What follows belongs to an exercise in optimizing a design on an open flow for small area and a short achievable clock period; a production flow would make more cautious choices. Only simulation tests tie the RTL to the original design; equivalence was not proved. Power figures rest on the tool's default switching activity, not on a simulated workload.

==> exp/xenon: inputs <==
==> flow/design.v <==
module wb_regfile #(
    parameter int XLEN = 32,
    parameter int NREG = 32
) (
    input  logic                    clk,
    input  logic                    rst,
    input  logic [3:0]              wb_in_wb,
    input  logic [XLEN-1:0]         wb_in_data_in,
    input  logic [XLEN-1:0]         wb_in_alu_result,
    input  logic [$clog2(NREG)-1:0] wb_in_rd_addr,
    input  logic [$clog2(NREG)-1:0] rs1_addr,
    input  logic [$clog2(NREG)-1:0] rs2_addr,
    output logic [XLEN-1:0]         rs1_data,
    output logic [XLEN-1:0]         rs2_data,
    output logic                    fwd_en,
    output logic [$clog2(NREG)-1:0] fwd_addr,
    output logic [XLEN-1:0]         fwd_data,
    output logic [$clog2(NREG)-1:0] last_wr_addr,
    output logic [XLEN-1:0]         last_wr_data,
    output logic [31:0]             retired
);
    localparam int AW = $clog2(NREG);
    logic reg_write;
    logic mem_to_reg;
    logic valid;
    logic we;
    logic [XLEN-1:0] wdata;
    logic [XLEN-1:0] wdata_r;      
    logic [NREG-1:1] wen;          
    logic [NREG-1:1] ld;           
    logic [NREG-1:1] sel1, sel2;   
    logic            hit1, hit2;   
    logic [XLEN*NREG-1:XLEN] regs_q;
    logic [AW-1:0]   last_wr_addr_q;
    logic [XLEN-1:0] last_wr_data_q;
    logic [31:0]     retired_q;
    assign reg_write  = wb_in_wb[0];
    assign mem_to_reg = wb_in_wb[1];
    assign valid      = wb_in_wb[2];
    assign wdata   = mem_to_reg ? wb_in_data_in : wb_in_alu_result;
    assign wdata_r = wdata & {XLEN{rst}};
    assign we      = reg_write & (wb_in_rd_addr != '0) & rst;
    assign fwd_en   = we;
    assign fwd_addr = wb_in_rd_addr;
    assign fwd_data = wdata;
    assign hit1 = we & (rs1_addr == wb_in_rd_addr);
    assign hit2 = we & (rs2_addr == wb_in_rd_addr);
    logic       nwe;           
    logic [3:0] nw_lo, n1_lo, n2_lo;
    logic [7:0] nw_hi, n1_hi, n2_hi;
    assign nwe = ~(reg_write & rst);
    wb_regfile_predec u_dec_w (.a(wb_in_rd_addr), .n_lo(nw_lo), .n_hi(nw_hi));
    wb_regfile_predec u_dec_1 (.a(rs1_addr),      .n_lo(n1_lo), .n_hi(n1_hi));
    wb_regfile_predec u_dec_2 (.a(rs2_addr),      .n_lo(n2_lo), .n_hi(n2_hi));
    for (genvar i = 1; i < NREG; i++) begin : g_reg
        wb_regfile_nor #(.W(3)) u_wen  (.a({nw_lo[i%4], nw_hi[i/4], nwe}),    .y(wen[i]));
        wb_regfile_nor #(.W(3)) u_sel1 (.a({n1_lo[i%4], n1_hi[i/4], wen[i]}), .y(sel1[i]));
        wb_regfile_nor #(.W(3)) u_sel2 (.a({n2_lo[i%4], n2_hi[i/4], wen[i]}), .y(sel2[i]));
        assign ld[i] = wen[i] | ~rst;
        always_ff @(posedge clk) begin
            if (ld[i]) regs_q[XLEN*i +: XLEN] <= wdata_r;
        end
    end
    for (genvar b = 0; b < XLEN; b++) begin : g_rd
        logic [NREG-1:0] col;
        assign col[0] = wdata[b];
        for (genvar i = 1; i < NREG; i++) begin : g_col
            assign col[i] = regs_q[XLEN*i + b];
        end
        wb_regfile_andor #(.N(NREG)) u_rd1 (.d(col), .s({sel1, hit1}), .y(rs1_data[b]));
        wb_regfile_andor #(.N(NREG)) u_rd2 (.d(col), .s({sel2, hit2}), .y(rs2_data[b]));
    end
    always_ff @(posedge clk) begin
        if (!rst) begin
            last_wr_addr_q <= '0;
            last_wr_data_q <= '0;
            retired_q      <= '0;
        end else begin
            if (we) begin
                last_wr_addr_q <= wb_in_rd_addr;
                last_wr_data_q <= wdata;
            end
            if (valid) begin
                retired_q <= retired_q + 32'd1;
            end
        end
    end
    assign last_wr_addr = last_wr_addr_q;
    assign last_wr_data = last_wr_data_q;
    assign retired      = retired_q;
endmodule
module wb_regfile_andor #(
    parameter int N = 32
) (
    input  logic [N-1:0] d,
    input  logic [N-1:0] s,
    output logic         y
);
    logic [3:0]  h;
    logic [1:0]  k;
    for (genvar j = 0; j < 4; j++) begin : g_or8
        wb_regfile_andor8 u_or8 (.d(d[8*j +: 8]), .s(s[8*j +: 8]), .y(h[j]));
    end
    for (genvar j = 0; j < 2; j++) begin : g_nor
        wb_regfile_nor #(.W(2)) u_nor (.a(h[2*j +: 2]), .y(k[j]));
    end
    wb_regfile_nand #(.W(2)) u_out (.a(k), .y(y));
endmodule
module wb_regfile_andor8 (
    input  logic [7:0] d,
    input  logic [7:0] s,
    output logic       y
);
    assign y = |(d & s);
endmodule
module wb_regfile_predec (
    input  logic [4:0] a,
    output logic [3:0] n_lo,
    output logic [7:0] n_hi
);
    for (genvar j = 0; j < 4; j++) begin : g_lo
        assign n_lo[j] = ~(a[1:0] == 2'(j));
    end
    for (genvar k = 0; k < 8; k++) begin : g_hi
        assign n_hi[k] = ~(a[4:2] == 3'(k));
    end
endmodule
module wb_regfile_aoi #(
    parameter int W = 2
) (
    input  logic [W-1:0] d,
    input  logic [W-1:0] s,
    output logic         y
);
    assign y = ~|(d & s);
endmodule
module wb_regfile_nand #(
    parameter int W = 2
) (
    input  logic [W-1:0] a,
    output logic         y
);
    assign y = ~&a;
endmodule
module wb_regfile_nor #(
    parameter int W = 2
) (
    input  logic [W-1:0] a,
    output logic         y
);
    assign y = ~|a;
endmodule
==> flow/flow/run.sh <==
#!/bin/bash
# The standard layout (the standard.sh: ORFS synthesis through finish), with
# plain buf_2 cells as the port buffers and a clock tree of larger sink clusters
# without dummy loads. Each tool's output goes to standard.log.
set -euo pipefail
bash standard.sh \
  "BUFFER_PORTS_ARGS=-buffer_cell sky130_fd_sc_hd__buf_2" \
  "CTS_ARGS=-sink_clustering_enable -repair_clock_nets -buf_list sky130_fd_sc_hd__clkbuf_8 -sink_clustering_size 12 -sink_clustering_max_diameter 50 -dont_use_dummy_load" \
  finish > standard.log 2>&1
==> flow/standard.sh <==
#!/bin/bash
# synth_recipe.tcl (not shown) runs the flow's synth.tcl, then flattens the netlist and writes it again
# the make line also repeats each setting of config.mk as NAME=value (left out here)
make -C /OpenROAD-flow-scripts/flow DESIGN_CONFIG=/design/flow/config.mk WORK_HOME=/design/flow/orfs CLKGATE_MAP_FILE= SYNTH_SCRIPT=/design/flow/synth_recipe.tcl "${@:-finish}"
==> flow/config.mk <==
export PLATFORM = sky130hd
export DESIGN_NAME = wb_regfile
export DESIGN_NICKNAME = wb_regfile
export VERILOG_FILES = /design/flow/design.v
export SDC_FILE = /design/flow/constraint.sdc
export NUM_CORES = 4
export LEC_CHECK = 0
export CAP_MARGIN = 20
export CORE_MARGIN = 2
export CORE_UTILIZATION = 45
export CTS_BUF_LIST = sky130_fd_sc_hd__clkbuf_8
export PLACE_DENSITY = 0.62
export SETUP_SLACK_MARGIN = 4.5
export SLEW_MARGIN = 20
export SYNTH_HIERARCHICAL = 1
==> flow/constraint.sdc <==
create_clock -name core_clock -period 10.0 [get_ports {clk}]
set_input_delay 2.0000 -clock core_clock [delete_from_list [all_inputs] [get_ports {clk}]]
set_output_delay 2.0000 -clock core_clock [all_outputs]
set_load 0.01 [all_outputs]
==> exp/yarrow: changes against exp/xenon <==
==> flow/design.v, changed modules only <==
module wb_regfile #(
    parameter int XLEN = 32,
    parameter int NREG = 32
) (
    input  logic                    clk,
    input  logic                    rst,
    input  logic [3:0]              wb_in_wb,
    input  logic [XLEN-1:0]         wb_in_data_in,
    input  logic [XLEN-1:0]         wb_in_alu_result,
    input  logic [$clog2(NREG)-1:0] wb_in_rd_addr,
    input  logic [$clog2(NREG)-1:0] rs1_addr,
    input  logic [$clog2(NREG)-1:0] rs2_addr,
    output logic [XLEN-1:0]         rs1_data,
    output logic [XLEN-1:0]         rs2_data,
    output logic                    fwd_en,
    output logic [$clog2(NREG)-1:0] fwd_addr,
    output logic [XLEN-1:0]         fwd_data,
    output logic [$clog2(NREG)-1:0] last_wr_addr,
    output logic [XLEN-1:0]         last_wr_data,
    output logic [31:0]             retired
);
    localparam int AW = $clog2(NREG);
    logic reg_write;
    logic mem_to_reg;
    logic valid;
    logic we;
    logic [XLEN-1:0] wdata;
    logic [XLEN-1:0] regs_q [NREG-1:1];
    logic [AW-1:0]   last_wr_addr_q;
    logic [XLEN-1:0] last_wr_data_q;
    logic [31:0]     retired_q;
    logic [31:0]     retired_d;
    assign reg_write  = wb_in_wb[0];
    assign mem_to_reg = wb_in_wb[1];
    assign valid      = wb_in_wb[2];
    assign wdata = mem_to_reg ? wb_in_data_in : wb_in_alu_result;
    assign we    = reg_write & (wb_in_rd_addr != '0) & rst;
    assign fwd_en   = we;
    assign fwd_addr = wb_in_rd_addr;
    assign fwd_data = wdata;
    assign retired_d = retired_q + 32'd1;
    function automatic logic [XLEN-1:0] read_port(input logic [AW-1:0] addr);
        logic [XLEN-1:0] val;
        val = '0;
        if (addr != '0) begin
            if (we && (addr == wb_in_rd_addr)) begin
                val = wdata;
            end else begin
                for (int i = 1; i < NREG; i++) begin
                    if (addr == AW'(i)) begin
                        val = regs_q[i];
                    end
                end
            end
        end
        read_port = val;
    endfunction
    always_comb begin
        rs1_data = read_port(rs1_addr);
        rs2_data = read_port(rs2_addr);
    end
    always_ff @(posedge clk) begin
        if (!rst) begin
            for (int i = 1; i < NREG; i++) begin
                regs_q[i] <= '0;
            end
            last_wr_addr_q <= '0;
            last_wr_data_q <= '0;
            retired_q      <= '0;
        end else begin
            if (we) begin
                for (int i = 1; i < NREG; i++) begin
                    if (wb_in_rd_addr == AW'(i)) begin
                        regs_q[i] <= wdata;
                    end
                end
                last_wr_addr_q <= wb_in_rd_addr;
                last_wr_data_q <= wdata;
            end
            if (valid) begin
                retired_q <= retired_d;
            end
        end
    end
    assign last_wr_addr = last_wr_addr_q;
    assign last_wr_data = last_wr_data_q;
    assign retired      = retired_q;
endmodule
// module wb_regfile_andor removed
// module wb_regfile_andor8 removed
// module wb_regfile_predec removed
// module wb_regfile_aoi removed
// module wb_regfile_nand removed
// module wb_regfile_nor removed
==> flow/run.sh (new file) <==
#!/bin/bash
# synth_recipe.tcl (not shown) runs the flow's synth.tcl, then flattens the netlist and writes it again
# the make line also repeats each setting of config.mk as NAME=value (left out here)
make -C /OpenROAD-flow-scripts/flow DESIGN_CONFIG=/design/flow/config.mk WORK_HOME=/design/flow/orfs CLKGATE_MAP_FILE= SYNTH_SCRIPT=/design/flow/synth_recipe.tcl finish
- CORE_UTILIZATION: 45 -> 20
- CTS_BUF_LIST: sky130_fd_sc_hd__clkbuf_8 -> not set
- PLACE_DENSITY: 0.62 -> 0.35
- SETUP_SLACK_MARGIN: 4.5 -> not set
- SYNTH_HIERARCHICAL: 1 -> not set
removed: flow/flow/run.sh
removed: flow/standard.sh
==> run notes <==
Between exp/xenon and exp/yarrow, the lower global-route usage is in exp/yarrow (gap 1.7 points). Setup slack: exp/xenon is better than exp/yarrow (3000 ps). Fmax: exp/xenon is larger than exp/yarrow (47%). Sequential cell count is the same in exp/xenon and exp/yarrow. Count of clock-buffer cells in the layout: exp/yarrow is higher than exp/xenon (79). Hold slack: exp/xenon is worse than exp/yarrow (43 ps). Clock power: exp/yarrow is higher than exp/xenon (about 110%). Combinational power: exp/xenon is lower than exp/yarrow (25%). Against exp/yarrow, the via count of exp/xenon is lower by about 43%.
==> figures <==
Worst-case setup margin in the final layout: exp/xenon 3670 ps; exp/yarrow 684 ps
Yosys warns: exp/xenon 7; exp/yarrow 2
Number of global-route vias before repair: exp/xenon 32661; exp/yarrow 55484
Post-Route WL: exp/xenon 165000 um; exp/yarrow 418000 um
Portion of total power attributed to the clock network: exp/xenon 27.1%; exp/yarrow 47.6%
Clock tree root driver cell: exp/xenon sky130_fd_sc_hd__clkbuf_8; exp/yarrow sky130_fd_sc_hd__clkbuf_16
Number of placement rows: exp/xenon 115; exp/yarrow 192
Number of standard cells in the final layout excluding fillers: exp/xenon 4862; exp/yarrow 10154
Routed length per instance: exp/xenon 33.9 um; exp/yarrow 41.1 um
Proportion of synthesized area in mux cells: exp/xenon 0.802%; exp/yarrow 1.66%
Avg Inst Size Synth: exp/xenon 14.6 um2; exp/yarrow 8.67 um2
P_sw: exp/xenon 2340 uW; exp/yarrow 3220 uW
Number of clock-tree buffers in the layout: exp/xenon 110; exp/yarrow 189
Worst hold path stage count: exp/xenon 2; exp/yarrow 1
Count of mapped cells out of synthesis: exp/xenon 3085; exp/yarrow 6351
Worst setup path startpoint: exp/xenon wb_in_rd_addr[3]; exp/yarrow rs2_addr[4]
Pre-antenna DRT Iters: exp/xenon 6; exp/yarrow 10
Terminus of the critical flop-to-flop path: exp/xenon retired_q[22]$_SDFFE_PN0P_; exp/yarrow retired_q[29]$_SDFFE_PN0P_
Post-DP HPWL: exp/xenon 87400 um; exp/yarrow 288000 um
Status: exp/xenon no timing/DRC/antenna violations; exp/yarrow no timing/DRC/antenna violations

## afterwards: timing with drivers on the ports
In the flow no input, the clock included, has a driving cell. The finished layouts below were timed again as built, in two steps. Step 1 (the two cells are an assumption about what drives the block):
set clk [get_ports {clk}]
set_driving_cell -lib_cell sky130_fd_sc_hd__clkbuf_16 $clk
set_driving_cell -lib_cell sky130_fd_sc_hd__buf_2 [delete_from_list [all_inputs] $clk]
Step 2 adds t to the input delays and takes it off the output delays; t is the mean of the earliest and latest rising clock arrival at the registers after step 1. Input paths then give back, and output paths get back, about the clock's delay inside the block. Slacks: ideal ports / drivers / drivers and shift; pairs: ideal ports / drivers.
run | shift t [ns] | slack for setup (ns) | hold WS [ns] | worst setup path after step 2 | slew at the worst register clock pin (ns)
exp/xenon | 0.826 | 3.670 / 3.575 / 3.575 | 0.455 / 0.455 / 0.455 | input to output | 0.09 / 0.09
exp/yarrow | 0.943 | 0.684 / 0.658 / 0.658 | 0.498 / 0.498 / 0.498 | input to output | 0.07 / 0.07
After both steps every run listed still meets setup and hold. The setup slack of exp/xenon, which loses most, moves by -0.095 ns with the drivers and by -0.095 ns with both steps.
